Background: an optimization exercise with open tools, aiming at small area, a short achievable clock period and few clock cycles per item. Do not read the settings as production practice.
Only simulation tests tie the RTL to the original design; equivalence was not proved.

==> flow/design.v (outline; a module is shown in full before it is edited, if it fits) <==
// module cpid_cfg: 30 lines
// module cpid_trees: 3230 lines
// module cpid_add17: 100 lines
// module cpid_add18: 107 lines
// module cpid_add16: 97 lines
// module cpid_add22: 131 lines
// module cpid_add24: 149 lines
// module cpid_add38: 237 lines
// module cpid_add40: 255 lines
// module cpid_carry16: 127 lines
// module cpid_sign22: 161 lines
// module cpid_sign24: 177 lines
// module clamped_pid_controller: 334 lines
module clamped_pid_controller #(
    parameter int GAIN_FRAC_BITS = 16
) (
    input  logic                                i_clk,
    input  logic                                i_rst_n,
    input  logic                                i_cfg_we,
    input  logic [cpid_pkg::CFG_IDX_W-1:0]      i_cfg_idx,
    input  logic [cpid_pkg::CFG_DATA_W-1:0]     i_cfg_data,
    input  logic                                i_valid,
    output logic                                o_stall,
    input  logic signed [cpid_pkg::SAMPLE_W-1:0] i_setpoint,
    input  logic signed [cpid_pkg::SAMPLE_W-1:0] i_measured,
    input  logic                                i_clear_integ,
    output logic                                o_valid,
    input  logic                                i_stall,
    output logic signed [cpid_pkg::DRIVE_W-1:0] o_drive,
    output logic                                o_clamped
);
  // ...
==> flow/run.sh <==
#!/bin/bash
# synth_recipe.tcl (not shown) runs the flow's synth.tcl, then flattens the netlist and writes it again
# the make line also repeats each setting of config.mk as NAME=value (left out here)
make -C /OpenROAD-flow-scripts/flow DESIGN_CONFIG=/design/flow/config.mk WORK_HOME=/design/flow/orfs CLKGATE_MAP_FILE= SYNTH_SCRIPT=/design/flow/synth_recipe.tcl finish
==> flow/config.mk <==
export PLATFORM = sky130hd
export DESIGN_NAME = clamped_pid_controller
export DESIGN_NICKNAME = clamped_pid_controller
export VERILOG_FILES = /design/flow/design.v
export SDC_FILE = /design/flow/constraint.sdc
export NUM_CORES = 4
export LEC_CHECK = 0
export ABC_AREA = 1
export CAP_MARGIN = 20
export CORE_MARGIN = 2
export CORE_UTILIZATION = 50
export CTS_BUF_LIST = sky130_fd_sc_hd__clkbuf_4 sky130_fd_sc_hd__clkbuf_8
export SETUP_SLACK_MARGIN = 5
export SLEW_MARGIN = 20
==> flow/constraint.sdc <==
create_clock -name core_clock -period 10.0 [get_ports {i_clk}]
set_input_delay 2.0000 -clock core_clock [delete_from_list [all_inputs] [get_ports {i_clk}]]
set_output_delay 2.0000 -clock core_clock [all_outputs]
set_load 0.01 [all_outputs]
==> impl_metrics.toml, run 1 <==
[finish]
seqAreaFraction_pct = 24.0
largest_register_ffs = 90
post-route-cell-area_um2 = 55900
bufs_w_o_clock = 127
fraction_of_standard_cell_area_in_multi_input_logic_pct = 58.9

[synthesis]
ys_flop_type = "sky130_fd_sc_hd__dfxtp_1"
post_synth_main_area_contributors = "sky130_fd_sc_hd__fa_1 (25%), sky130_fd_sc_hd__dfxtp_1 (15%), sky130_fd_sc_hd__edfxtp_1 (11%), sky130_fd_sc_hd__xor2_1 (11%), sky130_fd_sc_hd__ha_1 (9.0%)"
synth_top_family_by_area = "adder cells"
synth_compound_area_share_pct = 10.1
muxShareOfSynthArea_pct = 0.0973
postSynth.asyncResetShare_pct = 0
synth_fp_nets = 6493

[timing]
post-route-worst-setup-slack_ns = 5.26

[route]
detailroute.wirelength.met2_um = 70600
antenna_left = 0
highest_metal_layer_with_signal_wires = "met5"

[floorplan]
boundaryPins = 80
dieArea_um2 = 105000
chipHeight_um = 325
design.core.area_um2 = 102000

[setup_path]
path_delay_family = "adder cells"
cp_dominant_cell_by_count = "sky130_fd_sc_hd__fa_1"
critical_path.reg2reg.endpoint = "r_pd2[24]"
timing.critical_path.slowest_stage_cell = "sky130_fd_sc_hd__inv_1"
regToRegSetupSlack_ns = 5.26

[clock_tree]
cts_buffers = 102
cts-htree-levels = 3

[grt]
groute.layer.met2.usage_pct = 47.4
grt.met3_usage_pct = 6.23
gr-max-usage-layer = "met2"
antenna_found_initial = 4

[min_path]
hold_path_class = "reg -> reg"

[run_status]
outcome = "complete, no violations"
Testbench counts, summed over its fixed seeds: cycles 12,040, items 12,000.
==> run 2: changes to the inputs <==
==> flow/flow/run.sh (new file) <==
#!/bin/bash
set -euo pipefail
bash standard.sh SETUP_SLACK_MARGIN=6.4 finish > standard_flow.log 2>&1
==> flow/standard.sh (new file) <==
#!/bin/bash
# synth_recipe.tcl (not shown) runs the flow's synth.tcl, then flattens the netlist and writes it again
# the make line also repeats each setting of config.mk as NAME=value (left out here)
make -C /OpenROAD-flow-scripts/flow DESIGN_CONFIG=/design/flow/config.mk WORK_HOME=/design/flow/orfs CLKGATE_MAP_FILE= SYNTH_SCRIPT=/design/flow/synth_recipe.tcl "${@:-finish}"
--- a/flow/config.mk
+++ b/flow/config.mk
@@ -11,4 +11,3 @@
 export CORE_UTILIZATION = 50
 export CTS_BUF_LIST = sky130_fd_sc_hd__clkbuf_4 sky130_fd_sc_hd__clkbuf_8
-export SETUP_SLACK_MARGIN = 5
 export SLEW_MARGIN = 20
removed: flow/run.sh
==> run 2 against run 1 <==
Compared with the run above:
- critical endpoint is now r_q[4][15]
- core utilization grew 8.0 points
- first-iteration DRC count grew 19%
- area after synthesis is the same
- global-route usage grew 2.4 points
- count of clock-buffer cells in the layout shrank 8
- non-clock buffer count grew 355
- largest cell class unchanged
==> impl_metrics.toml, run 2 <==
[run_status]
outcome = "complete, no violations"

[placement]
place.detailed.instances = 6670
portBuffers = 79
detailed_place.area_um2 = 53400
detailedPlacementHpwl_um = 118000
place.gp.congestion = 0.964

[min_path]
timing.hold.worst.start = "r_clr1"
hold_path_end = "r_clr2"
min_delay_path_depth = 0
hold_path_class = "reg -> reg"

[synthesis]
synthesis.area_um2 = 51400
synth_top_cells_by_count = "sky130_fd_sc_hd__inv_1 (1,035), sky130_fd_sc_hd__fa_1 (647), sky130_fd_sc_hd__xor2_1 (635)"
synth_seq_cells = 574
synth_warnings = 3
ys_flop_type = "sky130_fd_sc_hd__dfxtp_1"
instance_count_of_the_mapped_netlist = 5417
yosys.cell_count.top_type = "sky130_fd_sc_hd__inv_1"
synth_largest_area_cell = "sky130_fd_sc_hd__fa_1"
synth.lib_cells_used.distinct = 59
syn-mean-instance-area_um2 = 9.49
number_of_flops_mapped_to_enable_cells_by_yosys = 192
synth_top_area_share_pct = 25.2
post_synth_main_area_contributors = "sky130_fd_sc_hd__fa_1 (25%), sky130_fd_sc_hd__dfxtp_1 (15%), sky130_fd_sc_hd__edfxtp_1 (11%), sky130_fd_sc_hd__xor2_1 (11%), sky130_fd_sc_hd__ha_1 (9.0%)"
synth_sequential_area_ratio_pct = 26.1
postSynth.asyncResetShare_pct = 0
synth_fp_nets = 6493

[floorplan]
design.core.area_um2 = 102000
initial_core_utilization_pct = 50.5
chipHeight_um = 325
width_of_the_die_um = 325
dieArea_um2 = 105000
boundaryPins = 80
placement_rows = 117

[finish]
top_regs = "u_cfg.r_cfg x90, r_q x85, r_pd x40"
layout_commonest_cell = "sky130_fd_sc_hd__inv_1"
stdcell_count = 7233
layout.nets = 6852
drive_gt1_share_pct = 26.0
syn_to_final_growth_pct = 24.4
finalCoreUtilization_pct = 62.8
top_reg_by_flops = "u_cfg.r_cfg"
layout_common_cells = "sky130_fd_sc_hd__inv_1 (875), sky130_fd_sc_hd__xor2_1 (598), sky130_fd_sc_hd__nand2_1 (495), sky130_fd_sc_hd__fa_1 (492), sky130_fd_sc_hd__o22ai_1 (370)"
largest_register_ffs = 90
post-route-cell-area_um2 = 64000

[timing]
worst-slew-pin-transition_ns = 1.07
setup_viol = 0
hold_viol = 0
timing.setup.tns_ns = 0
relSlewSlack_pct = 27.9
clock-skew-final_ns = 0.0607
fin_crit_ns = 4.40
rsz0062_at_grt = "true"
timing.final.max_slew_violations = 0
final_min_period_over_clock_period_pct = 44.0
max_freq_mhz = 227

[setup_path]
crit_arrival_ns = 4.92
timing.critical_path.to_type = "flop"
critical_path_class = "reg -> reg"
cp_dominant_cell_by_count = "sky130_fd_sc_hd__nand2_1"
cpPeakStageDelay_ns = 0.35
critical_path.reg2reg.endpoint = "r_q[4][15]"
regToRegSetupSlack_ns = 5.60
crit_path_max_fanout = 5
worst_ep_required_time_ns = 10.52
critical_path.reg2reg.startpoint = "r_integ[4]"
worstRegToRegCells = 33
timing.critical_path.slowest_stage_cell = "sky130_fd_sc_hd__dfxtp_1"
worstSetupStartpointType = "flop"

[clock_tree]
cts_tree = "yes"
clock_path_buffers = 3
cts-htree-levels = 3
postCtsHoldBufs = 0
clock_sink_count = 574
cts.reportedPaths.clkPinSlew_ns = 0.06
cts_buffers = 100
cts_root_buf = "sky130_fd_sc_hd__clkbuf_8"
clk-insertion-delay-late_ns = 0.81

[grt]
grt_pass1_wl_um = 254000
pin_count_of_the_biggest_net_entering_global_routing = 41
grt.total_usage_pct = 32.0
number_of_global_route_vias_before_repair = 40828
gr_overflow_total = 0
antenna_found_initial = 7

[route]
wl_per_cell_um = 24.1
drt-pass1-iter-count = 7
remaining_drcs = 0
drt_iter0_drc = 4243
antenna_left = 0
routed-via-count = 40913
totalWireLength_um = 174000
via_to_cell_ratio = 5.66

[run]
drv_cap = 0
-- run 2: cell counts after synthesis --
Identical to the previous run, type by type.
-- run 2: worst max-delay path: cells and delay by family (launching register included) --
kind	cells	cell delay, ns
buffers and inverters	3	0.22
adder cells (fa/ha/maj)	4	0.88
AND/OR/NAND/NOR	26	2.70
flip-flops	1	0.35
-- run 2: cell families (layout without fill, tap and decap cells) --
| logic type | after synthesis | after routing | synth area share [%] |
|---|---|---|---|
| mux | 5 | 5 | 0.0973 |
| buf+inv | 1350 | 1788 | 10.1 |
| flops | 574 | 574 | 26.1 |
| other cells | 0 | 3 | 0 |
| xor+xnor | 672 | 672 | 11.5 |
| simple gates | 959 | 966 | 8.02 |
| fa+ha+maj | 1015 | 1015 | 34.1 |
| compound gates | 842 | 842 | 10.1 |
-- run 2: how the worst max path moves through the flow --
stage,endpoint,slack (ns),start
floorplan,u_cfg.r_cfg[50],5.89,i_cfg_idx[2]
global placement,r_integ[5],4.46,i_rst_n
detailed placement,r_integ[9],4.33,i_rst_n
CTS,r_q[4][15],5.69,r_integ[31]
global route,r_q[4][15],5.30,r_integ[31]
finish,r_q[4][15],5.60,r_integ[4]
-- run 2: through the flow --
step           worst slack (ns)  hold WS [ns]
2_1_floorplan              5.89         0.310
3_3_place_gp               4.46         0.316
3_5_place_dp               4.33         0.317
4_1_cts                    5.69         0.328
5_1_grt                    5.30         0.332
6_report                   5.60         0.327
-- run 2: timing repair --
item,in CTS,in global routing
gates resized for setup,681,540
setup buffers,236,103
pin swaps,119,317
gates cloned,26,7
hold endpoints to repair,0,0
setup endpoints to repair,278,207
-- run 2: cell type report --
type / instances / area [um^2]
sequential: 574 / 13600
antenna: 3 / 7.51
multi-input combinational: 3500 / 36400
timing repair buffer: 482 / 5240
inverter: 1106 / 4690
tap: 1368 / 1710
clock inverter: 53 / 518
fill: 8408 / 37900
clock buffer: 135 / 1750
timing repair inverter: 12 / 73.8
-- run 2: metal layers --
layer / share of wire (%) / vias up / global-route usage, %
met4: 6.9 / 0 / 16.3
met2: 45 / 2249 / 50.9
met1: 39 / 20049 / 40.7
li1: - / 17961 / -
met5: 0 / - / 0
met3: 9.4 / 654 / 7.49
==> run 3: changes to the inputs <==
==> flow/flow/run.sh (replaced) <==
#!/bin/bash
set -euo pipefail
bash standard.sh SETUP_SLACK_MARGIN=6 finish > standard_flow.log 2>&1
==> run 3 against run 2 <==
Compared with the run above:
- synthesized cell count unchanged
- via count down 4.7%
- core utilization down 5.2 points
- hold slack worse by 0.0053 ns
- still clean on timing, DRC and antenna
==> impl_metrics.toml, run 3 <==
[run_status]
outcome = "complete, no violations"

[grt]
gr-max-usage-layer = "met2"
grt_util_met1_pct = 39.5
groute.layer.met2.usage_pct = 47.7
antenna_found_initial = 2
grt_pass1_wl_um = 242000
grt.total_usage_pct = 30.0
number_of_global_route_vias_before_repair = 39555
gr_overflow_total = 0
pin_count_of_the_biggest_net_entering_global_routing = 41
grt.met3_usage_pct = 5.97

[synthesis]
synthSimpleGateAreaFrac_pct = 8.02
synth_compound_area_share_pct = 10.1
synth_fp_nets = 6493
synthesis.area_um2 = 51400
synth_seq_cells = 574
synth.lib_cells_used.distinct = 59
syn-mean-instance-area_um2 = 9.49
synth_sequential_area_ratio_pct = 26.1
muxShareOfSynthArea_pct = 0.0973
synth_warnings = 3
synth_top_family_by_area = "adder cells"
synth_largest_area_cell = "sky130_fd_sc_hd__fa_1"
number_of_flops_mapped_to_enable_cells_by_yosys = 192
post_synth_main_area_contributors = "sky130_fd_sc_hd__fa_1 (25%), sky130_fd_sc_hd__dfxtp_1 (15%), sky130_fd_sc_hd__edfxtp_1 (11%), sky130_fd_sc_hd__xor2_1 (11%), sky130_fd_sc_hd__ha_1 (9.0%)"
instance_count_of_the_mapped_netlist = 5417
synth_top_cells_by_count = "sky130_fd_sc_hd__inv_1 (1,035), sky130_fd_sc_hd__fa_1 (647), sky130_fd_sc_hd__xor2_1 (635)"
yosys.cell_count.top_type = "sky130_fd_sc_hd__inv_1"
synth-adder-area-share_pct = 34.1
synth_top_area_share_pct = 25.2
ys_flop_type = "sky130_fd_sc_hd__dfxtp_1"
synth-xor-area-share_pct = 11.5
postSynth.asyncResetShare_pct = 0

[clock_tree]
clock_sink_count = 574
clock_path_buffers = 3
cts.reportedPaths.clkPinSlew_ns = 0.06
cts_tree = "yes"
cts-htree-levels = 3
clk-insertion-delay-late_ns = 0.78
postCtsHoldBufs = 0
cts_root_buf = "sky130_fd_sc_hd__clkbuf_8"
cts_buffers = 101

[timing]
clock-skew-final_ns = 0.0499
fin_worst_hold_slack_ns = 0.322
final_min_period_over_clock_period_pct = 42.4
worst-slew-pin-transition_ns = 1.10
hold_viol = 0
setup_viol = 0
timing.setup.tns_ns = 0
fin_crit_ns = 4.24
timing.final.max_slew_violations = 0
rsz0062_at_grt = "true"
post-route-worst-setup-slack_ns = 5.76
relSlewSlack_pct = 26.1
max_freq_mhz = 236

[setup_path]
cpPeakStageDelay_ns = 0.37
worst_setup_path_startpoint = "r_pd[17]"
crit_path_max_fanout = 5
worstRegToRegCells = 31
critPathCapture = "r_q[0][15]"
timing.critical_path.slowest_stage_cell = "sky130_fd_sc_hd__dfxtp_4"
crit_arrival_ns = 4.75
timing.critical_path.to_type = "flop"
cp_dominant_cell_by_count = "sky130_fd_sc_hd__nand2_1"
worst_ep_required_time_ns = 10.51
critical_path.reg2reg.endpoint = "r_q[0][15]"
critical_path.reg2reg.startpoint = "r_pd[17]"
critical_path_class = "reg -> reg"
worstSetupStartpointType = "flop"
regToRegSetupSlack_ns = 5.76

[finish]
largest_register_ffs = 90
drive_gt1_share_pct = 14.4
post-route-cell-area_um2 = 58700
syn_to_final_growth_pct = 14.1
layout_common_cells = "sky130_fd_sc_hd__inv_1 (965), sky130_fd_sc_hd__xor2_1 (634), sky130_fd_sc_hd__fa_1 (633), sky130_fd_sc_hd__nand2_1 (525), sky130_fd_sc_hd__o22ai_1 (481)"
top_regs = "u_cfg.r_cfg x90, r_q x85, r_pd x40"
layout.nets = 6612
stdcell_count = 6986
top_reg_by_flops = "u_cfg.r_cfg"
layout_commonest_cell = "sky130_fd_sc_hd__inv_1"

[run]
drv_cap = 0

[route]
drt_iter0_drc = 3776
drt-pass1-iter-count = 6
routed-via-count = 38991
totalWireLength_um = 161000
remaining_drcs = 0
antenna_left = 0
via_to_cell_ratio = 5.58
wl_per_cell_um = 23.1

[floorplan]
chipHeight_um = 325
width_of_the_die_um = 325
placement_rows = 117
boundaryPins = 80
dieArea_um2 = 105000
design.core.area_um2 = 102000
initial_core_utilization_pct = 50.5

[placement]
detailed_place.area_um2 = 53300
portBuffers = 79
detailedPlace.worstSlack_ns = 4.47
detailedPlacementHpwl_um = 117000
place.gp.congestion = 0.957
place.detailed.instances = 6667

[min_path]
hold_path_class = "reg -> reg"
## run 3: layout make-up
cell class,instances,area (um^2)
repair buffers,249,2530
flip-flops and latches,574,13500
repair inverters,5,27.5
fillers,9090,43200
clock buffers,149,1840
inverters,1106,4430
multi-input cells,3499,34200
well taps,1368,1710
diodes,2,5.00
clock inverters,34,400
## run 3: repair_timing
action	CTS	global route
endpoints found under the setup margin	184	123
buffers inserted	48	72
resized for setup	256	281
cloned	5	9
pin swaps	35	92
## run 3: per-stage QoR
stage / util (%)
finish: 57.6
global route: 57.6
CTS: 55.8
detailed placement: 52.3
global placement: 52.3
floorplan: -
## run 3: logic make-up (layout without fill, tap and decap cells)
kind of cell	count (synthesis)	after routing
buf+inv	1350	1543
fa+ha+maj	1015	1015
simple gates	959	965
compound gates	842	842
xor+xnor	672	672
flops	574	574
mux	5	5
other cells	0	2
## run 3: worst min path at each step
stage           start     end  slack [ns]  depth (start not counted)
2_1_floorplan  r_clr0  r_clr1        0.31                          0
3_3_place_gp   r_clr0  r_clr1        0.31                          0
3_5_place_dp   r_clr1  r_clr2        0.31                          0
4_1_cts        r_clr1  r_clr2        0.33                          0
5_1_grt        r_clr1  r_clr2        0.34                          0
6_report       r_clr1  r_clr2        0.32                          0
## run 3: per-layer routing
layer  vias to the layer above  wire length (um)
met3                       464             14100
met5                         -                 0
met1                     19037             65300
met4                         0              9010
met2                      2000             72800
li1                      17490                 -
## run 3: critical path, delay by kind of cell (launching register included)
| family | cells | cell delay, ns |
|---|---|---|
| buf+inv | 2 | 0.15 |
| fa+ha+maj | 4 | 0.83 |
| compound gates | 1 | 0.18 |
| flops | 1 | 0.37 |
| simple gates | 24 | 2.45 |
==> module clamped_pid_controller, before the edit <==
module clamped_pid_controller #(
    parameter int GAIN_FRAC_BITS = 16
) (
    input  logic                                i_clk,
    input  logic                                i_rst_n,
    input  logic                                i_cfg_we,
    input  logic [cpid_pkg::CFG_IDX_W-1:0]      i_cfg_idx,
    input  logic [cpid_pkg::CFG_DATA_W-1:0]     i_cfg_data,
    input  logic                                i_valid,
    output logic                                o_stall,
    input  logic signed [cpid_pkg::SAMPLE_W-1:0] i_setpoint,
    input  logic signed [cpid_pkg::SAMPLE_W-1:0] i_measured,
    input  logic                                i_clear_integ,
    output logic                                o_valid,
    input  logic                                i_stall,
    output logic signed [cpid_pkg::DRIVE_W-1:0] o_drive,
    output logic                                o_clamped
);
    localparam int QN = 6;               
    localparam int QS = QN - 1;          
    localparam int WI = 38;              
    localparam int WP = 40;              
    cpid_pkg::t_cfg w_cfg;
    cpid_cfg u_cfg (
        .i_clk      (i_clk),
        .i_rst_n    (i_rst_n),
        .i_cfg_we   (i_cfg_we),
        .i_cfg_idx  (i_cfg_idx),
        .i_cfg_data (i_cfg_data),
        .o_cfg      (w_cfg)
    );
    logic       r_stall;
    logic [2:0] r_cnt;
    logic       w_acc;
    logic       w_take;
    logic [2:0] w_cnt;
    assign w_acc  = i_valid && !r_stall;
    assign w_take = o_valid && !i_stall;
    assign w_cnt  = r_cnt + 3'(w_acc) - 3'(w_take);
    always_ff @(posedge i_clk) begin
        if (!i_rst_n) begin
            r_cnt   <= '0;
            r_stall <= 1'b0;
        end else begin
            r_cnt   <= w_cnt;
            r_stall <= (w_cnt >= 3'(QN));
        end
    end
    assign o_stall = r_stall;
    logic        r_v0;
    logic [15:0] r_sp, r_ms;
    logic        r_clr0;
    always_ff @(posedge i_clk) begin
        if (!i_rst_n) r_v0 <= 1'b0;
        else          r_v0 <= w_acc;
    end
    always_ff @(posedge i_clk) begin
        r_sp   <= i_setpoint;
        r_ms   <= i_measured;
        r_clr0 <= i_clear_integ;
    end
    logic               r_v1;
    logic signed [16:0] r_err;       
    logic               r_clr1;
    logic [8:0]         r_e1, r_e2, r_en;    
    logic [8:0]         r_d1, r_d2, r_dn;    
    logic [8:0]         w_e1, w_e2, w_en;
    logic [8:0]         w_d1, w_d2, w_dn;
    logic [17:0]        w_sp, w_nms, w_npv, w_ds, w_dc;
    logic [16:0]        w_err;
    logic [17:0]        w_derr;
    assign w_sp  = {{2{r_sp[15]}}, r_sp};
    assign w_nms = ~{{2{r_ms[15]}}, r_ms};
    assign w_npv = ~{r_err[16], r_err};
    assign w_ds  = w_sp ^ w_nms ^ w_npv;
    assign w_dc  = (w_sp & w_nms) | (w_sp & w_npv) | (w_nms & w_npv);
    cpid_add17 u_err (
        .a  (w_sp[16:0]),
        .b  (w_nms[16:0]),
        .ci (1'b1),
        .s  (w_err)
    );
    cpid_add18 u_derr (
        .a  (w_ds),
        .b  ({w_dc[16:0], 1'b1}),
        .ci (1'b1),
        .s  (w_derr)
    );
    always_comb begin
        logic [18:0] e, d;
        e = {w_err[16], w_err[16], w_err, 1'b0};
        d = {w_derr[17], w_derr, 1'b0};
        for (int j = 0; j < 9; j++) begin
            w_e1[j] = e[2*j+1] ^ e[2*j];
            w_e2[j] = (e[2*j+2] && !e[2*j+1] && !e[2*j]) || (!e[2*j+2] && e[2*j+1] && e[2*j]);
            w_en[j] = e[2*j+2];
            w_d1[j] = d[2*j+1] ^ d[2*j];
            w_d2[j] = (d[2*j+2] && !d[2*j+1] && !d[2*j]) || (!d[2*j+2] && d[2*j+1] && d[2*j]);
            w_dn[j] = d[2*j+2];
        end
    end
    always_ff @(posedge i_clk) begin
        if (!i_rst_n) begin
            r_v1  <= 1'b0;
            r_err <= '0;
        end else begin
            r_v1 <= r_v0;
            if (r_v0) r_err <= w_err;
        end
    end
    always_ff @(posedge i_clk) begin
        r_clr1 <= r_clr0;
        r_e1   <= w_e1;
        r_e2   <= w_e2;
        r_en   <= w_en;
        r_d1   <= w_d1;
        r_d2   <= w_d2;
        r_dn   <= w_dn;
    end
    logic            r_v2;
    logic            r_clr2;
    logic [WI-1:0]   r_is0, r_is1;
    logic [WP-1:0]   r_pd0, r_pd1, r_pd2;
    logic [WI-1:0]   w_is0, w_is1;
    logic [WP-1:0]   w_pd0, w_pd1, w_pd2;
    cpid_trees u_trees (
        .i_kp  (w_cfg.prop_gain),
        .i_ki  (w_cfg.integ_gain),
        .i_kd  (w_cfg.deriv_gain),
        .i_e1  (r_e1),
        .i_e2  (r_e2),
        .i_en  (r_en),
        .i_d1  (r_d1),
        .i_d2  (r_d2),
        .i_dn  (r_dn),
        .o_is0 (w_is0),
        .o_is1 (w_is1),
        .o_pd0 (w_pd0),
        .o_pd1 (w_pd1),
        .o_pd2 (w_pd2)
    );
    always_ff @(posedge i_clk) begin
        if (!i_rst_n) r_v2 <= 1'b0;
        else          r_v2 <= r_v1;
    end
    always_ff @(posedge i_clk) begin
        r_is0 <= w_is0;
        r_is1 <= w_is1;
        r_pd0 <= w_pd0;
        r_pd1 <= w_pd1;
        r_pd2 <= w_pd2;
        r_clr2 <= r_clr1;
    end
    logic               r_v3;
    logic signed [31:0] r_integ;     
    logic [WP-1:0]      r_pd;
    logic [WI-1:0]      w_base;
    logic [WI-1:0]      w_t0, w_t1;
    logic [WI-1:0]      w_isum;
    logic               w_ic16;
    logic               w_ifnz;
    logic [21:0]        w_il, w_inl;
    logic [21:0]        w_gu0, w_gu1, w_lu0, w_lu1;
    logic               w_igs, w_ils;
    logic               w_igt;
    logic               w_ilt;
    logic signed [31:0] w_ilim;
    logic signed [31:0] w_integ;
    assign w_base = r_clr2 ? '0 : WI'(r_integ);
    assign w_t0   = w_base ^ r_is0 ^ r_is1;
    assign w_t1   = {((w_base & r_is0) | (w_base & r_is1) | (r_is0 & r_is1)), 1'b0};
    cpid_add38 u_isum (
        .a (w_t0),
        .b (w_t1),
        .s (w_isum)
    );
    cpid_carry16 u_ic16 (
        .a  (w_t0[15:0]),
        .b  (w_t1[15:0]),
        .co (w_ic16)
    );
    assign w_ifnz = ((w_t0[15:0] ^ w_t1[15:0]) != {(w_t0[14:0] | w_t1[14:0]), 1'b0});
    assign w_il   = {7'd0, w_cfg.integ_limit};
    assign w_inl  = ~w_il;
    assign w_gu0 = w_t0[WI-1:16] ^ w_t1[WI-1:16] ^ w_inl;
    assign w_gu1 = (w_t0[WI-1:16] & w_t1[WI-1:16]) | (w_t0[WI-1:16] & w_inl)
                 | (w_t1[WI-1:16] & w_inl);
    assign w_lu0 = w_t0[WI-1:16] ^ w_t1[WI-1:16] ^ w_il;
    assign w_lu1 = (w_t0[WI-1:16] & w_t1[WI-1:16]) | (w_t0[WI-1:16] & w_il)
                 | (w_t1[WI-1:16] & w_il);
    cpid_sign22 u_igt (
        .a  (w_gu0),
        .b  (w_gu1),
        .c0 (w_ic16),
        .c1 (w_ifnz),
        .s  (w_igs)
    );
    cpid_sign22 u_ilt (
        .a  (w_lu0),
        .b  (w_lu1),
        .c0 (w_ic16),
        .c1 (1'b0),
        .s  (w_ils)
    );
    assign w_igt  = !w_igs;
    assign w_ilt  = w_ils;
    assign w_ilim = {1'b0, w_cfg.integ_limit, 16'd0};
    always_comb begin
        if (w_igt)      w_integ = w_ilim;
        else if (w_ilt) w_integ = -w_ilim;
        else            w_integ = w_isum[31:0];
    end
    always_ff @(posedge i_clk) begin
        if (!i_rst_n) begin
            r_v3    <= 1'b0;
            r_integ <= '0;
        end else begin
            r_v3 <= r_v2;
            if (r_v2) r_integ <= w_integ;
        end
    end
    logic [WP-1:0] w_q0, w_q1, w_pd;
    assign w_q0 = r_pd0 ^ r_pd1 ^ r_pd2;
    assign w_q1 = {((r_pd0 & r_pd1) | (r_pd0 & r_pd2) | (r_pd1 & r_pd2)), 1'b0};
    cpid_add40 u_pd (
        .a (w_q0),
        .b (w_q1[WP-1:0]),
        .s (w_pd)
    );
    always_ff @(posedge i_clk) begin
        r_pd   <= w_pd;
    end
    logic [WP-1:0]  w_iext;
    logic [WP-1:0]  w_sum;
    logic           w_oc16;
    logic           w_ofnz;
    logic [23:0]    w_ol, w_onl;
    logic [23:0]    w_ogu0, w_ogu1, w_olu0, w_olu1;
    logic           w_ogs, w_ols;
    logic           w_ogt;
    logic           w_olt;
    logic [15:0]    w_otz;
    logic [15:0]    w_drive;
    logic           w_clamped;
    assign w_iext = WP'(r_integ);
    cpid_add40 u_sum (
        .a (r_pd),
        .b (w_iext),
        .s (w_sum)
    );
    cpid_carry16 u_oc16 (
        .a  (r_pd[15:0]),
        .b  (w_iext[15:0]),
        .co (w_oc16)
    );
    assign w_ofnz = ((r_pd[15:0] ^ w_iext[15:0]) != {(r_pd[14:0] | w_iext[14:0]), 1'b0});
    assign w_ol   = {9'd0, w_cfg.out_limit};
    assign w_onl  = ~w_ol;
    assign w_ogu0 = r_pd[WP-1:16] ^ w_iext[WP-1:16] ^ w_onl;
    assign w_ogu1 = (r_pd[WP-1:16] & w_iext[WP-1:16]) | (r_pd[WP-1:16] & w_onl)
                  | (w_iext[WP-1:16] & w_onl);
    assign w_olu0 = r_pd[WP-1:16] ^ w_iext[WP-1:16] ^ w_ol;
    assign w_olu1 = (r_pd[WP-1:16] & w_iext[WP-1:16]) | (r_pd[WP-1:16] & w_ol)
                  | (w_iext[WP-1:16] & w_ol);
    cpid_sign24 u_ogt (
        .a  (w_ogu0),
        .b  (w_ogu1),
        .c0 (w_oc16),
        .c1 (w_ofnz),
        .s  (w_ogs)
    );
    cpid_sign24 u_olt (
        .a  (w_olu0),
        .b  (w_olu1),
        .c0 (w_oc16),
        .c1 (1'b0),
        .s  (w_ols)
    );
    assign w_ogt = !w_ogs;
    assign w_olt = w_ols;
    cpid_add16 u_otz (
        .a  (w_sum[31:16]),
        .b  (16'd0),
        .ci (w_sum[WP-1] && w_ofnz),
        .s  (w_otz)
    );
    always_comb begin
        if (w_ogt) begin
            w_drive   = 16'(w_cfg.out_limit);
            w_clamped = 1'b1;
        end else if (w_olt) begin
            w_drive   = -(16'(w_cfg.out_limit));
            w_clamped = 1'b1;
        end else begin
            w_drive   = w_otz;
            w_clamped = 1'b0;
        end
    end
    logic           r_hv;
    logic [16:0]    r_hd;
    logic [16:0]    r_q [QS];
    logic [2:0]     r_rp, r_wp;
    logic [2:0]     r_qn;
    logic           w_hfree;
    logic           w_qrd;
    logic           w_qwr;
    logic [16:0]    w_new;
    assign w_new   = {w_drive, w_clamped};
    assign w_hfree = !r_hv || !i_stall;
    assign w_qrd   = w_hfree && (r_qn != '0);
    assign w_qwr   = r_v3 && !(w_hfree && (r_qn == '0));
    always_ff @(posedge i_clk) begin
        if (!i_rst_n) begin
            r_hv <= 1'b0;
            r_rp <= '0;
            r_wp <= '0;
            r_qn <= '0;
        end else begin
            if (w_hfree) r_hv <= r_v3 || (r_qn != '0);
            if (w_qrd) r_rp <= (r_rp == 3'(QS - 1)) ? '0 : r_rp + 3'd1;
            if (w_qwr) r_wp <= (r_wp == 3'(QS - 1)) ? '0 : r_wp + 3'd1;
            r_qn <= r_qn + 3'(w_qwr) - 3'(w_qrd);
        end
    end
    always_ff @(posedge i_clk) begin
        if (w_hfree) r_hd <= w_qrd ? r_q[r_rp] : w_new;
        for (int k = 0; k < QS; k++) begin
            if (w_qwr && (r_wp == 3'(k))) r_q[k] <= w_new;
        end
    end
    assign o_valid   = r_hv;
    assign o_drive   = r_hd[16:1];
    assign o_clamped = r_hd[0];
endmodule
==> run 4: changes to the inputs <==
--- a/flow/design.v
+++ b/flow/design.v
@@ -4860,5 +4860,5 @@
     output logic                                o_clamped
 );
-    localparam int QN = 6;               
+    localparam int QN = 7;               
     localparam int QS = QN - 1;          
     localparam int WI = 38;              
@@ -5122,15 +5122,30 @@
     assign w_ogt = !w_ogs;
     assign w_olt = w_ols;
+    logic           r_v4;
+    logic [15:0]    r_ohi;
+    logic           r_oinc;
+    logic           r_ogt;
+    logic           r_olt;
+    always_ff @(posedge i_clk) begin
+        if (!i_rst_n) r_v4 <= 1'b0;
+        else          r_v4 <= r_v3;
+    end
+    always_ff @(posedge i_clk) begin
+        r_ohi  <= w_sum[31:16];
+        r_oinc <= w_sum[WP-1] && w_ofnz;
+        r_ogt  <= w_ogt;
+        r_olt  <= w_olt;
+    end
     cpid_add16 u_otz (
-        .a  (w_sum[31:16]),
+        .a  (r_ohi),
         .b  (16'd0),
-        .ci (w_sum[WP-1] && w_ofnz),
+        .ci (r_oinc),
         .s  (w_otz)
     );
     always_comb begin
-        if (w_ogt) begin
+        if (r_ogt) begin
             w_drive   = 16'(w_cfg.out_limit);
             w_clamped = 1'b1;
-        end else if (w_olt) begin
+        end else if (r_olt) begin
             w_drive   = -(16'(w_cfg.out_limit));
             w_clamped = 1'b1;
@@ -5152,5 +5167,5 @@
     assign w_hfree = !r_hv || !i_stall;
     assign w_qrd   = w_hfree && (r_qn != '0);
-    assign w_qwr   = r_v3 && !(w_hfree && (r_qn == '0));
+    assign w_qwr   = r_v4 && !(w_hfree && (r_qn == '0));
     always_ff @(posedge i_clk) begin
         if (!i_rst_n) begin
@@ -5160,5 +5175,5 @@
             r_qn <= '0;
         end else begin
-            if (w_hfree) r_hv <= r_v3 || (r_qn != '0);
+            if (w_hfree) r_hv <= r_v4 || (r_qn != '0);
             if (w_qrd) r_rp <= (r_rp == 3'(QS - 1)) ? '0 : r_rp + 3'd1;
             if (w_qwr) r_wp <= (r_wp == 3'(QS - 1)) ? '0 : r_wp + 3'd1;
==> run 4 against run 3 <==
Compared with the run above:
- synthesized cell count grew 2.2%
- core utilization decreased by 0.23 points
- maximum frequency is 7.7% higher
- sequential share of layout area increased by 1.1 points
- die area rose by 2.2%
- final area rose by 1.6%
==> impl_metrics.toml, run 4 <==
[timing]
relSlewSlack_pct = 23.0
fin_crit_ns = 3.94
post-route-worst-setup-slack_ns = 6.06
hold_viol = 0
timing.setup.tns_ns = 0
clock-skew-final_ns = 0.0684
setup_viol = 0
final_min_period_over_clock_period_pct = 39.4
worst-slew-pin-transition_ns = 1.15
max_freq_mhz = 254
timing.final.max_slew_violations = 0
rsz0062_at_grt = "true"

[route]
drt_iter0_drc = 4075
antenna_left = 0
totalWireLength_um = 166000
routed-via-count = 39796
via_to_cell_ratio = 5.56
wl_per_cell_um = 23.2
remaining_drcs = 0
drt-pass1-iter-count = 6

[grt]
grt.total_usage_pct = 30.5
pin_count_of_the_biggest_net_entering_global_routing = 44
gr_overflow_total = 0
number_of_global_route_vias_before_repair = 40279
antenna_found_initial = 3
grt_pass1_wl_um = 247000

[setup_path]
path_delay_family = "adder cells"
worst_ep_required_time_ns = 10.70
critical_path_class = "reg -> reg"
timing.critical_path.to_type = "flop"
cp_num_buf_inv = 5
crit_path_cell_trace = "clkinv_2 -> o22ai_1 -> xor2_1 -> fa_1 -> inv_1 -> fa_1 -> inv_1 -> fa_1 -> fa_1 -> inv_1 -> fa_1 -> inv_1 -> ha_1"
worstSetupStartpointType = "flop"
crit_path_max_fanout = 10
cp_dominant_cell_by_count = "sky130_fd_sc_hd__fa_1"
timing.critical_path.slowest_stage_cell = "sky130_fd_sc_hd__edfxtp_1"
crit_arrival_ns = 4.64
cpPeakStageDelay_ns = 0.65

[run]
drv_cap = 0

[clock_tree]
cts_tree = "yes"
cts_root_buf = "sky130_fd_sc_hd__clkbuf_8"
cts_buffers = 107
clk-insertion-delay-late_ns = 0.83
cts-htree-levels = 3
cts.reportedPaths.clkPinSlew_ns = 0.07
clock_sink_count = 611
clock_path_buffers = 3

[placement]
place.detailed.instances = 6809
portBuffers = 79
detailedPlace.worstSlack_ns = 5.18
detailedPlacementHpwl_um = 120000
place.gp.congestion = 0.982

[finish]
layout.nets = 6759
top_reg_by_flops = "r_q"
syn_to_final_growth_pct = 13.5
stdcell_count = 7160
largest_register_ffs = 102
layout_common_cells = "sky130_fd_sc_hd__inv_1 (1,085), sky130_fd_sc_hd__xor2_1 (634), sky130_fd_sc_hd__fa_1 (632), sky130_fd_sc_hd__nand2_1 (575), sky130_fd_sc_hd__o22ai_1 (471)"
top_regs = "r_q x102, u_cfg.r_cfg x90, r_pd x40"
layout_commonest_cell = "sky130_fd_sc_hd__inv_1"
fill_cells = 9257
drive_gt1_share_pct = 12.3

[min_path]
hold_path_class = "reg -> reg"

[floorplan]
design.core.area_um2 = 104000
initial_core_utilization_pct = 50.6
placement_rows = 118
dieArea_um2 = 108000
boundaryPins = 80
chipHeight_um = 328
width_of_the_die_um = 328

[synthesis]
synth_warnings = 3
syn-mean-instance-area_um2 = 9.49
ys_flop_type = "sky130_fd_sc_hd__dfxtp_1"
number_of_flops_mapped_to_enable_cells_by_yosys = 209
post_synth_main_area_contributors = "sky130_fd_sc_hd__fa_1 (25%), sky130_fd_sc_hd__dfxtp_1 (15%), sky130_fd_sc_hd__edfxtp_1 (12%), sky130_fd_sc_hd__xor2_1 (11%), sky130_fd_sc_hd__ha_1 (8.6%)"
synth_largest_area_cell = "sky130_fd_sc_hd__fa_1"
yosys.cell_count.top_type = "sky130_fd_sc_hd__inv_1"
synth_top_area_share_pct = 24.6
synthesis.area_um2 = 52600
synth_sequential_area_ratio_pct = 27.3
instance_count_of_the_mapped_netlist = 5538
synth.lib_cells_used.distinct = 58
synth_top_cells_by_count = "sky130_fd_sc_hd__inv_1 (1,143), sky130_fd_sc_hd__fa_1 (647), sky130_fd_sc_hd__xor2_1 (638)"
synth_seq_cells = 611
synth_fp_nets = 6606
postSynth.asyncResetShare_pct = 0

[run_status]
outcome = "complete, no violations"
## run 4: changes by cell type in the layout (fill, tap and decap cells not counted), sizes merged, moves of 12 or more
cell,delta
nor2,-12
clkbuf,+18
nand4,+12
inv,+108
buf,+28
edfxtp,+17
o21ai,+13
nand2,-15
a22oi,+21
a22o,-17
dfxtp,+20
nand3,-14
## run 4: what timing repair did
item	CTS	global route
buffers inserted	59	80
resized for setup	162	192
setup endpoints to repair	107	67
pin swaps	11	57
cloned	4	10
hold buffers	0	0
## run 4: path summary, 6_finish.rpt
kind	start	to	slack, ns	cells after the start
max	u_cfg.r_cfg[30]	r_pd2[20]	6.06	13
min	r_clr0	r_clr1	0.33	0
max reg2reg	u_cfg.r_cfg[30]	r_pd2[20]	6.06	13
min reg2reg	r_clr0	r_clr1	0.33	0
## run 4: routing by layer
metal  vias to the layer above  GRT usage (%)  routed length (um)
met5                         -              0                   9
met4                         2           13.2                8010
met3                       473           6.18               15200
met2                      1991           48.3               74800
met1                     19444           40.6               68000
li1                      17886              -                   -
## run 4: area by class of cell
class / count / area (um^2) / area share, %
diodes: 1 / 2.50 / 0.00420
clock buffers: 162 / 1990 / 3.34
clock inverters: 35 / 384 / 0.644
inverters: 1209 / 4840 / 8.11
multi-input cells: 3475 / 33300 / 55.9
flip-flops and latches: 611 / 14400 / 24.1
well taps: 1380 / 1730 / 2.90
repair buffers: 283 / 2980 / 5.00
repair inverters: 4 / 21.3 / 0.0357
## run 4: stage by stage
stage                     hold slack [ns]  cell area (um^2)  utilization [%]
after floorplan                     0.310             52600                -
after global placement              0.310             54600             52.5
after detailed placement            0.316             54600             52.5
after CTS                           0.335             58100             55.9
after global routing                0.336             59600             57.4
final                               0.331             59600             57.4
## run 4: worst register-to-register path: stages, from the launching register on
cell and delay [ns]:
sky130_fd_sc_hd__edfxtp_1 0.65, sky130_fd_sc_hd__clkinv_2 0.34, sky130_fd_sc_hd__o22ai_1 0.24, sky130_fd_sc_hd__xor2_1 0.11, sky130_fd_sc_hd__fa_1 0.51, sky130_fd_sc_hd__inv_1 0.05, sky130_fd_sc_hd__fa_1 0.36, sky130_fd_sc_hd__inv_1 0.16
sky130_fd_sc_hd__fa_1 0.43, sky130_fd_sc_hd__fa_1 0.41, sky130_fd_sc_hd__inv_1 0.09, sky130_fd_sc_hd__fa_1 0.17, sky130_fd_sc_hd__inv_1 0.05, sky130_fd_sc_hd__ha_1 0.27
## run 4: kinds of logic after synthesis
| kind of cell | share of synthesized area (%) |
|---|---|
| AOI/OAI and AO/OA | 9.97 |
| xor gates and xnor gates | 11.1 |
| adders and majority gates | 33.2 |
| buffers and inverters | 10.5 |
| DFF | 27.3 |
| muxes | 0.114 |
| and+or+nand+nor | 7.78 |
Testbench counts of run 4, summed over its fixed seeds: cycles 12,048, items 12,000.
==> run 5: changes to the inputs <==
==> flow/flow/run.sh (replaced) <==
#!/bin/bash
set -euo pipefail
bash standard.sh SETUP_SLACK_MARGIN=6.2 "BUFFER_PORTS_ARGS=-buffer_cell sky130_fd_sc_hd__buf_4" finish > standard_flow.log 2>&1
==> run 5 against run 4 <==
Compared with the run above:
- via count up 2.2%
- critical path depth is 7 higher
- sequential share of layout area is 0.71 points lower
- count of clock-buffer cells in the layout fell by 10
- setup slack better by 0.11 ns
- maximum frequency increased by 3.0%
- critical endpoint is now r_integ[16]
- largest cell class unchanged
==> impl_metrics.toml, run 5 <==
[timing]
timing.final.max_slew_violations = 0
final_min_period_over_clock_period_pct = 38.3
fin_crit_ns = 3.83
max_freq_mhz = 261
clock-skew-final_ns = 0.0449
timing.setup.tns_ns = 0
hold_viol = 0
relSlewSlack_pct = 24.5
worst-slew-pin-transition_ns = 1.13
rsz0062_at_grt = "true"
setup_viol = 0

[synthesis]
synthesis.area_um2 = 52600
syn-mean-instance-area_um2 = 9.49
synth_top_area_share_pct = 24.6
synth_sequential_area_ratio_pct = 27.3
ys_flop_type = "sky130_fd_sc_hd__dfxtp_1"
synth_fp_nets = 6606
number_of_flops_mapped_to_enable_cells_by_yosys = 209
synth_seq_cells = 611
yosys.cell_count.top_type = "sky130_fd_sc_hd__inv_1"
post_synth_main_area_contributors = "sky130_fd_sc_hd__fa_1 (25%), sky130_fd_sc_hd__dfxtp_1 (15%), sky130_fd_sc_hd__edfxtp_1 (12%), sky130_fd_sc_hd__xor2_1 (11%), sky130_fd_sc_hd__ha_1 (8.6%)"
synth_warnings = 3
instance_count_of_the_mapped_netlist = 5538
synth_largest_area_cell = "sky130_fd_sc_hd__fa_1"
synth_top_cells_by_count = "sky130_fd_sc_hd__inv_1 (1,143), sky130_fd_sc_hd__fa_1 (647), sky130_fd_sc_hd__xor2_1 (638)"
postSynth.asyncResetShare_pct = 0
synth.lib_cells_used.distinct = 58

[setup_path]
crit_path_cell_trace = "inv_8 -> buf_6 -> buf_16 -> nand2_4 -> fa_1 -> inv_2 -> fa_1 -> ha_4 -> nand2_4 -> nor2_4 -> nand2_4 -> nor4_4 -> nand3_2 -> buf_6 -> nand3_4 -> nand2_8 -> nand2_8 -> nand2_1 -> nand3_1 -> nand2_1"
cp_dominant_cell_by_count = "sky130_fd_sc_hd__nand2_4"
crit_arrival_ns = 4.53
path_delay_family = "adder cells"
timing.critical_path.to_type = "flop"
critical_path_class = "reg -> reg"
timing.critical_path.slowest_stage_cell = "sky130_fd_sc_hd__fa_1"
cp_num_buf_inv = 5
worstSetupStartpointType = "flop"
critical_path.reg2reg.startpoint = "r_clr2"
crit_path_max_fanout = 8
cpPeakStageDelay_ns = 0.59
worst_ep_required_time_ns = 10.70
worst_setup_path_startpoint = "r_clr2"

[grt]
antenna_found_initial = 7
gr-max-usage-layer = "met2"
groute.layer.met2.usage_pct = 49.2
grt_pass1_wl_um = 251000
pin_count_of_the_biggest_net_entering_global_routing = 44
number_of_global_route_vias_before_repair = 41027
gr_overflow_total = 0
grt.met3_usage_pct = 7.66
grt.total_usage_pct = 31.1
grt_util_met1_pct = 40.1

[run_status]
outcome = "complete, no violations"

[clock_tree]
clock_path_buffers = 3
cts.reportedPaths.clkPinSlew_ns = 0.07
cts-htree-levels = 3
cts_root_buf = "sky130_fd_sc_hd__clkbuf_8"
clk-insertion-delay-late_ns = 0.82
postCtsHoldBufs = 0
cts_buffers = 108
clock_sink_count = 611
cts_tree = "yes"

[placement]
detailedPlacementHpwl_um = 120000
place.gp.congestion = 0.975
detailed_place.area_um2 = 54400
portBuffers = 79

[finish]
top_regs = "r_q x102, u_cfg.r_cfg x90, r_pd x40"
syn_to_final_growth_pct = 17.0
layout.nets = 6856
post-route-cell-area_um2 = 61500
drive_gt1_share_pct = 17.5
layout_commonest_cell = "sky130_fd_sc_hd__inv_1"
largest_register_ffs = 102
layout_common_cells = "sky130_fd_sc_hd__inv_1 (1,048), sky130_fd_sc_hd__xor2_1 (625), sky130_fd_sc_hd__fa_1 (595), sky130_fd_sc_hd__nand2_1 (561), sky130_fd_sc_hd__o22ai_1 (449)"
top_reg_by_flops = "r_q"

[floorplan]
placement_rows = 118
design.core.area_um2 = 104000
width_of_the_die_um = 328
dieArea_um2 = 108000
boundaryPins = 80
initial_core_utilization_pct = 50.6
chipHeight_um = 328

[route]
routed-via-count = 40682
antenna_left = 0
drt-pass1-iter-count = 7
drt_iter0_drc = 3974
totalWireLength_um = 170000
via_to_cell_ratio = 5.60
remaining_drcs = 0
wl_per_cell_um = 23.4

[run]
drv_cap = 0

[min_path]
timing.hold.worst.start = "r_clr0"
hold_path_class = "reg -> reg"
[run 5: cells by family (layout without fill, tap and decap cells)]
group           after synthesis  in the layout  synth area share [%]
simple gates                944            947                  7.78
other cells                   0              3                     0
compound gates              852            852                  9.97
mux                           6              6                 0.114
flops                       611            611                  27.3
fa+ha+maj                  1007           1007                  33.2
xor+xnor                    666            666                  11.1
buf+inv                    1452           1794                  10.5
[run 5: worst paths after layout]
check	endpoint	slack [ns]	cells after the start
worst min register to register	r_clr1	0.33	0
worst min-delay path	r_clr1	0.33	0
worst max register to register	r_integ[16]	6.17	20
worst max-delay path	r_integ[16]	6.17	20
[run 5: what timing repair did]
action | CTS | global route
gates resized for setup | 300 | 274
pin swaps | 38 | 102
endpoints found under the setup margin | 115 | 74
setup buffers | 98 | 128
cloned | 14 | 8
[run 5: metrics by stage]
step | hold slack (ns) | util [%] | std cells | worst slack (ns)
floorplan | 0.310 | - | 5538 | 5.89
global placement | 0.314 | 52.4 | 6809 | 5.21
detailed placement | 0.321 | 52.4 | 6809 | 5.19
CTS | 0.330 | 56.9 | 7126 | 6.13
global route | 0.338 | 59.2 | 7265 | 6.04
finish | 0.327 | 59.2 | 7266 | 6.17
[run 5: worst register-to-register path: stages (launching register included)]
cell and delay [ns]:
sky130_fd_sc_hd__dfxtp_4 0.37, sky130_fd_sc_hd__inv_8 0.09, sky130_fd_sc_hd__buf_6 0.13, sky130_fd_sc_hd__buf_16 0.14, sky130_fd_sc_hd__nand2_4 0.05, sky130_fd_sc_hd__fa_1 0.59, sky130_fd_sc_hd__inv_2 0.06, sky130_fd_sc_hd__fa_1 0.52
sky130_fd_sc_hd__ha_4 0.31, sky130_fd_sc_hd__nand2_4 0.06, sky130_fd_sc_hd__nor2_4 0.12, sky130_fd_sc_hd__nand2_4 0.07, sky130_fd_sc_hd__nor4_4 0.28, sky130_fd_sc_hd__nand3_2 0.16, sky130_fd_sc_hd__buf_6 0.16, sky130_fd_sc_hd__nand3_4 0.21
sky130_fd_sc_hd__nand2_8 0.13, sky130_fd_sc_hd__nand2_8 0.10, sky130_fd_sc_hd__nand2_1 0.06, sky130_fd_sc_hd__nand3_1 0.08, sky130_fd_sc_hd__nand2_1 0.06
[run 5: cell type report]
type	count	area [um^2]
antenna	3	7.51
timing repair inverter	6	33.8
tap	1380	1730
fill	9024	42400
clock buffer	152	1940
multi-input combinational	3478	34000
inverter	1209	4980
clock inverter	53	549
timing repair buffer	374	3890
sequential	611	14400
[run 5: metal layers]
metal | share of wire (%) | routed length (um)
met2 | 45 | 76000
met4 | 5.8 | 9790
met1 | 39 | 66900
met5 | 0.0076 | 13
met3 | 10 | 17300
==> run 6: changes to the inputs <==
==> flow/flow/run.sh (replaced) <==
#!/bin/bash
set -euo pipefail
bash standard.sh SETUP_SLACK_MARGIN=6.3 finish > standard_flow.log 2>&1
==> run 6 against run 5 <==
Compared with the run above:
- area after synthesis did not move
- critical path depth fell by 9
- count of clock-buffer cells in the layout rose by 5
- die area did not move
- critical path type unchanged
- highest routed layer unchanged
==> impl_metrics.toml, run 6 <==
[finish]
top_reg_by_flops = "r_q"
layout_commonest_cell = "sky130_fd_sc_hd__inv_1"
multi_input_area_um2 = 34100
syn_to_final_growth_pct = 18.6
fill_cells = 8854
layout_common_cells = "sky130_fd_sc_hd__inv_1 (1,035), sky130_fd_sc_hd__xor2_1 (616), sky130_fd_sc_hd__nand2_1 (570), sky130_fd_sc_hd__fa_1 (568), sky130_fd_sc_hd__o22ai_1 (434)"
post-route-cell-area_um2 = 62300
drive_gt1_share_pct = 17.9
sequential_cell_area_um2 = 14400
top_regs = "r_q x102, u_cfg.r_cfg x90, r_pd x40"
largest_register_ffs = 102
layout.nets = 6898
finalCoreUtilization_pct = 60.0

[setup_path]
critical_path_class = "reg -> reg"
timing.critical_path.slowest_stage_cell = "sky130_fd_sc_hd__fa_1"
crit_arrival_ns = 4.45
timing.critical_path.to_type = "flop"
critical_path.reg2reg.startpoint = "r_e1[5]"
cp_dominant_cell_by_count = "sky130_fd_sc_hd__fa_1"
cpPeakStageDelay_ns = 0.44
critical_path.reg2reg.endpoint = "r_pd2[22]"
worst_ep_required_time_ns = 10.67
worstRegToRegCells = 11
crit_path_cell_trace = "inv_8 -> o22ai_1 -> xor2_1 -> fa_1 -> fa_1 -> fa_2 -> inv_1 -> fa_1 -> fa_2 -> inv_1 -> fa_1"
worstSetupStartpointType = "flop"
crit_path_max_fanout = 38
regToRegSetupSlack_ns = 6.22

[grt]
antenna_found_initial = 3
pin_count_of_the_biggest_net_entering_global_routing = 43
number_of_global_route_vias_before_repair = 41560
grt_pass1_wl_um = 255000
gr_overflow_total = 0
grt.total_usage_pct = 31.7

[min_path]
hold_path_class = "reg -> reg"
timing.hold.worst.start = "r_clr0"
hold_path_end = "r_clr1"
min_delay_path_depth = 0

[placement]
portBuffers = 79
place.gp.congestion = 0.971
detailedPlacementHpwl_um = 120000
detailed_place.area_um2 = 54600

[synthesis]
synth.lib_cells_used.distinct = 58
syn-mean-instance-area_um2 = 9.49
instance_count_of_the_mapped_netlist = 5538
synth_largest_area_cell = "sky130_fd_sc_hd__fa_1"
ys_flop_type = "sky130_fd_sc_hd__dfxtp_1"
synth_fp_nets = 6606
postSynth.asyncResetShare_pct = 0
synth_sequential_area_ratio_pct = 27.3
synth_top_area_share_pct = 24.6
synth_warnings = 3
post_synth_main_area_contributors = "sky130_fd_sc_hd__fa_1 (25%), sky130_fd_sc_hd__dfxtp_1 (15%), sky130_fd_sc_hd__edfxtp_1 (12%), sky130_fd_sc_hd__xor2_1 (11%), sky130_fd_sc_hd__ha_1 (8.6%)"
synth_top_cells_by_count = "sky130_fd_sc_hd__inv_1 (1,143), sky130_fd_sc_hd__fa_1 (647), sky130_fd_sc_hd__xor2_1 (638)"
synth_seq_cells = 611
synthesis.area_um2 = 52600
yosys.cell_count.top_type = "sky130_fd_sc_hd__inv_1"
number_of_flops_mapped_to_enable_cells_by_yosys = 209

[timing]
relSlewSlack_pct = 28.1
fin_crit_ns = 3.78
worst-slew-pin-transition_ns = 1.07
timing.final.max_slew_violations = 0
max_freq_mhz = 264
setup_viol = 0
final_min_period_over_clock_period_pct = 37.8
rsz0062_at_grt = "true"
hold_viol = 0
clock-skew-final_ns = 0.0536
timing.setup.tns_ns = 0

[floorplan]
width_of_the_die_um = 328
placement_rows = 118
design.core.area_um2 = 104000
chipHeight_um = 328
boundaryPins = 80
dieArea_um2 = 108000
initial_core_utilization_pct = 50.6

[clock_tree]
cts_tree = "yes"
clock_path_buffers = 3
postCtsHoldBufs = 0
cts-htree-levels = 3
cts_root_buf = "sky130_fd_sc_hd__clkbuf_8"
clock_sink_count = 611
clk-insertion-delay-late_ns = 0.83
cts.reportedPaths.clkPinSlew_ns = 0.06
cts_buffers = 108

[route]
detailroute.wirelength.met2_um = 78000
wl_per_cell_um = 23.6
remaining_drcs = 0
routed-via-count = 40745
route.met3.wl_um = 16400
drt-met1-wl_um = 67900
drt_iter0_drc = 4000
antenna_left = 0
drt-pass1-iter-count = 6
via_to_cell_ratio = 5.58
highest_metal_layer_with_signal_wires = "met5"
totalWireLength_um = 172000

[run_status]
outcome = "complete, no violations"

[run]
drv_cap = 0
run 6: cell counts after synthesis:
Identical to the previous run, type by type.
run 6: kinds of logic after synthesis:
kind of cell,Yosys count,share of synthesized area (%)
fa+ha+maj,1007,33.2
flops,611,27.3
buf+inv,1452,10.5
xor+xnor,666,11.1
mux,6,0.114
compound gates,852,9.97
simple gates,944,7.78
run 6: cell type report:
class | instances | share of cell area [%]
inverter | 1209 | 8.17
multi-input combinational | 3477 | 54.7
timing repair inverter | 9 | 0.114
clock inverter | 44 | 0.666
clock buffer | 157 | 3.21
timing repair buffer | 414 | 7.23
antenna | 3 | 0.0120
tap | 1380 | 2.77
sequential | 611 | 23.1
run 6: routing by layer:
metal / vias to the layer above / track usage [%]
met5: - / 0
met4: 4 / 16.5
met3: 586 / 7.57
met2: 2216 / 50.1
met1: 19807 / 40.5
li1: 18132 / -
run 6: critical path: cells and delay by family, from the launching register on:
kind	cells	cell delay [ns]
AOI/OAI and AO/OA	1	0.18
xor gates and xnor gates	1	0.18
adders and majority gates	6	2.43
buffers and inverters	3	0.44
DFF	1	0.39
run 6: how the worst max path moves through the flow:
stage                         start               to  slack [ns]  cells past startpoint
floorplan              i_cfg_idx[2]  u_cfg.r_cfg[50]        5.89                      3
global placement        r_integ[31]      r_integ[16]        4.99                     18
detailed placement           r_clr2      r_integ[16]        4.89                     17
CTS                 u_cfg.r_cfg[86]        r_pd2[22]        6.23                     12
global route                 r_clr2      r_integ[14]        6.07                     20
finish                      r_e1[5]        r_pd2[22]        6.22                     11
run 6: through the flow:
step | worst slack (ns) | hold WS (ns) | cells
5_1_grt | 6.07 | 0.356 | 7302
3_5_place_dp | 4.89 | 0.319 | 6806
3_3_place_gp | 4.99 | 0.317 | 6806
2_1_floorplan | 5.89 | 0.310 | 5538
6_report | 6.22 | 0.334 | 7304
4_1_cts | 6.23 | 0.342 | 7212
run 6: timing repair:
item | in CTS | in global routing
resized for setup | 419 | 275
hold endpoints to repair | 0 | 0
setup buffers | 184 | 85
pin swaps | 42 | 131
endpoints found under the setup margin | 157 | 115
cloned | 21 | 4
==> run 7: changes to the inputs <==
==> flow/flow/run.sh (replaced) <==
#!/bin/bash
set -euo pipefail
bash standard.sh SETUP_SLACK_MARGIN=6.2 finish > standard_flow.log 2>&1
==> run 7 against run 6 <==
Compared with the run above:
- still clean
- area after synthesis unchanged
- sequential share of layout area is 0.45 points higher
- sequential cell count is the same
- register-to-register slack about the same
- routed wire length fell by 1.8%
- global-route usage is 0.70 points lower
- largest cell class unchanged
==> impl_metrics.toml, run 7 <==
[clock_tree]
postCtsHoldBufs = 0
cts_tree = "yes"
clock_sink_count = 611
cts_root_buf = "sky130_fd_sc_hd__clkbuf_8"
cts.reportedPaths.clkPinSlew_ns = 0.07
clk-insertion-delay-late_ns = 0.81
cts_buffers = 109
cts-htree-levels = 3
clock_path_buffers = 3

[synthesis]
yosys.cell_count.top_type = "sky130_fd_sc_hd__inv_1"
synthesis.area_um2 = 52600
synth_top_area_share_pct = 24.6
synth_warnings = 3
synth_sequential_area_ratio_pct = 27.3
synth.lib_cells_used.distinct = 58
postSynth.asyncResetShare_pct = 0
ys_flop_type = "sky130_fd_sc_hd__dfxtp_1"
synth_fp_nets = 6606
syn-mean-instance-area_um2 = 9.49
synth_largest_area_cell = "sky130_fd_sc_hd__fa_1"
synth_top_cells_by_count = "sky130_fd_sc_hd__inv_1 (1,143), sky130_fd_sc_hd__fa_1 (647), sky130_fd_sc_hd__xor2_1 (638)"
post_synth_main_area_contributors = "sky130_fd_sc_hd__fa_1 (25%), sky130_fd_sc_hd__dfxtp_1 (15%), sky130_fd_sc_hd__edfxtp_1 (12%), sky130_fd_sc_hd__xor2_1 (11%), sky130_fd_sc_hd__ha_1 (8.6%)"
synth_seq_cells = 611
instance_count_of_the_mapped_netlist = 5538
number_of_flops_mapped_to_enable_cells_by_yosys = 209

[floorplan]
placement_rows = 118
width_of_the_die_um = 328
design.core.area_um2 = 104000
boundaryPins = 80
dieArea_um2 = 108000
chipHeight_um = 328
initial_core_utilization_pct = 50.6

[setup_path]
worstSetupStartpointType = "flop"
critical_path_class = "reg -> reg"
crit_arrival_ns = 4.46
worst_ep_required_time_ns = 10.66
timing.critical_path.to_type = "flop"
crit_path_max_fanout = 4

[route]
wl_per_cell_um = 23.4
totalWireLength_um = 169000
via_to_cell_ratio = 5.61
drt-pass1-iter-count = 9
antenna_left = 0
routed-via-count = 40602
drt_iter0_drc = 4051
remaining_drcs = 0

[finish]
stdcell_count = 7238
finalCoreUtilization_pct = 58.9
syn_to_final_growth_pct = 16.5
top_reg_by_flops = "r_q"
post-route-cell-area_um2 = 61200
largest_register_ffs = 102
drive_gt1_share_pct = 15.2
layout_commonest_cell = "sky130_fd_sc_hd__inv_1"
top_regs = "r_q x102, u_cfg.r_cfg x90, r_pd x40"
layout_common_cells = "sky130_fd_sc_hd__inv_1 (1,068), sky130_fd_sc_hd__xor2_1 (625), sky130_fd_sc_hd__fa_1 (603), sky130_fd_sc_hd__nand2_1 (580), sky130_fd_sc_hd__o22ai_1 (445)"
layout.nets = 6829

[grt]
number_of_global_route_vias_before_repair = 40816
grt_pass1_wl_um = 251000
pin_count_of_the_biggest_net_entering_global_routing = 45
antenna_found_initial = 2
groute.layer.met2.usage_pct = 48.9
grt_util_met1_pct = 41.3
gr_overflow_total = 0
grt.total_usage_pct = 31.0
gr-max-usage-layer = "met2"
grt.met3_usage_pct = 5.77

[timing]
worst-slew-pin-transition_ns = 1.15
timing.final.max_slew_violations = 0
timing.setup.tns_ns = 0
relSlewSlack_pct = 22.8
setup_viol = 0
rsz0062_at_grt = "true"
max_freq_mhz = 264
clock-skew-final_ns = 0.0533
final_min_period_over_clock_period_pct = 37.9
fin_crit_ns = 3.79
hold_viol = 0

[placement]
portBuffers = 79
place.detailed.instances = 6808
place.gp.congestion = 0.994
detailed_place.area_um2 = 54600
detailedPlacementHpwl_um = 118000

[run_status]
outcome = "complete, no violations"

[min_path]
hold_path_class = "reg -> reg"

[run]
drv_cap = 0
run 7: final cells by class:
| cell class | count | area, um^2 |
|---|---|---|
| fill | 8988 | 42700 |
| multi-input combinational | 3478 | 33700 |
| sequential | 611 | 14500 |
| inverter | 1209 | 5030 |
| timing repair buffer | 347 | 3800 |
| clock buffer | 161 | 1990 |
| tap | 1380 | 1730 |
| clock inverter | 43 | 480 |
| timing repair inverter | 5 | 41.3 |
| antenna | 4 | 10.0 |
run 7: kinds of logic (layout without fill, tap and decap cells):
logic type	after synthesis	after routing	share of synthesized area, %
other	0	4	0
AO/OA/AOI/OAI	852	852	9.97
multiplexers	6	6	0.114
buffers and inverters	1452	1765	10.5
AND/OR/NAND/NOR	944	947	7.78
XOR/XNOR	666	666	11.1
flip-flops	611	611	27.3
adder cells (fa/ha/maj)	1007	1007	33.2
run 7: metal layers:
metal | share of wire, % | vias to the layer above
met1 | 40 | 19796
li1 | - | 18008
met5 | 0 | -
met3 | 9.4 | 566
met4 | 5.8 | 0
met2 | 45 | 2232
run 7: repair_timing:
item                                    in CTS  in global routing
endpoints found under the hold margin        0                  0
pin swaps                                    9                 70
gates cloned                                12                 11
resized for setup                          318                236
buffers inserted                           121                 78
endpoints found under the setup margin     126                 83
run 7: path summary, 6_finish.rpt:
kind	startpoint	to	slack [ns]	depth (start not counted)
worst max-delay path	u_cfg.r_cfg[76]	r_pd2[22]	6.21	13
worst min-delay path	r_clr0	r_clr1	0.33	0
worst min register to register	r_clr0	r_clr1	0.33	0
worst max register to register	u_cfg.r_cfg[76]	r_pd2[22]	6.21	13
run 7: through the flow:
stage	setup WS [ns]	hold slack [ns]
global placement	5.12	0.315
floorplan	5.89	0.310
global route	6.00	0.343
CTS	6.16	0.335
detailed placement	5.02	0.321
finish	6.21	0.330
run 7: critical path: stages (launching register included):
cell                         delay (ns)
sky130_fd_sc_hd__edfxtp_1          0.40
sky130_fd_sc_hd__clkinvlp_4        0.22
sky130_fd_sc_hd__buf_6             0.19
sky130_fd_sc_hd__o22ai_2           0.16
sky130_fd_sc_hd__xor2_1            0.11
sky130_fd_sc_hd__fa_1              0.44
sky130_fd_sc_hd__inv_1             0.10
sky130_fd_sc_hd__fa_2              0.45
sky130_fd_sc_hd__fa_1              0.44
sky130_fd_sc_hd__fa_2              0.40
sky130_fd_sc_hd__inv_2             0.07
sky130_fd_sc_hd__fa_2              0.19
sky130_fd_sc_hd__inv_2             0.04
sky130_fd_sc_hd__fa_1              0.44

static timing again, ports no longer ideal:
Ports are ideal in the flow. The routed layouts listed here were re-timed in OpenROAD. Step 1: set_driving_cell puts a clkbuf_16 on i_clk and a buf_2 on each other input, an assumption about the parent block. Step 2 also shifts input and output timing later by t, the mid clock arrival at the registers, as if the neighbouring blocks saw the same clock. a / b / c = ideal ports / drivers / drivers and shift; a / b = the first two.
| run | t, ns | setup slack, ns | worst register clock-pin slew, ns |
|---|---|---|---|
| run 1 | 0.842 | 5.258 / 5.258 / 4.899 | 0.08 / 0.08 |
| run 2 | 0.847 | 5.602 / 5.602 / 5.602 | 0.07 / 0.07 |
| run 3 | 0.826 | 5.757 / 5.757 / 5.371 | 0.07 / 0.07 |
| run 4 | 0.867 | 6.060 / 6.060 / 5.284 | 0.07 / 0.07 |
| run 5 | 0.865 | 6.175 / 6.175 / 5.430 | 0.08 / 0.08 |
| run 6 | 0.873 | 6.218 / 6.218 / 5.674 | 0.07 / 0.07 |
| run 7 | 0.857 | 6.206 / 6.204 / 5.481 | 0.07 / 0.07 |
After both steps every run listed still meets setup and hold. For run 4, which loses most, drivers alone change the setup slack by 0.000 ns; drivers and shift together by -0.776 ns.
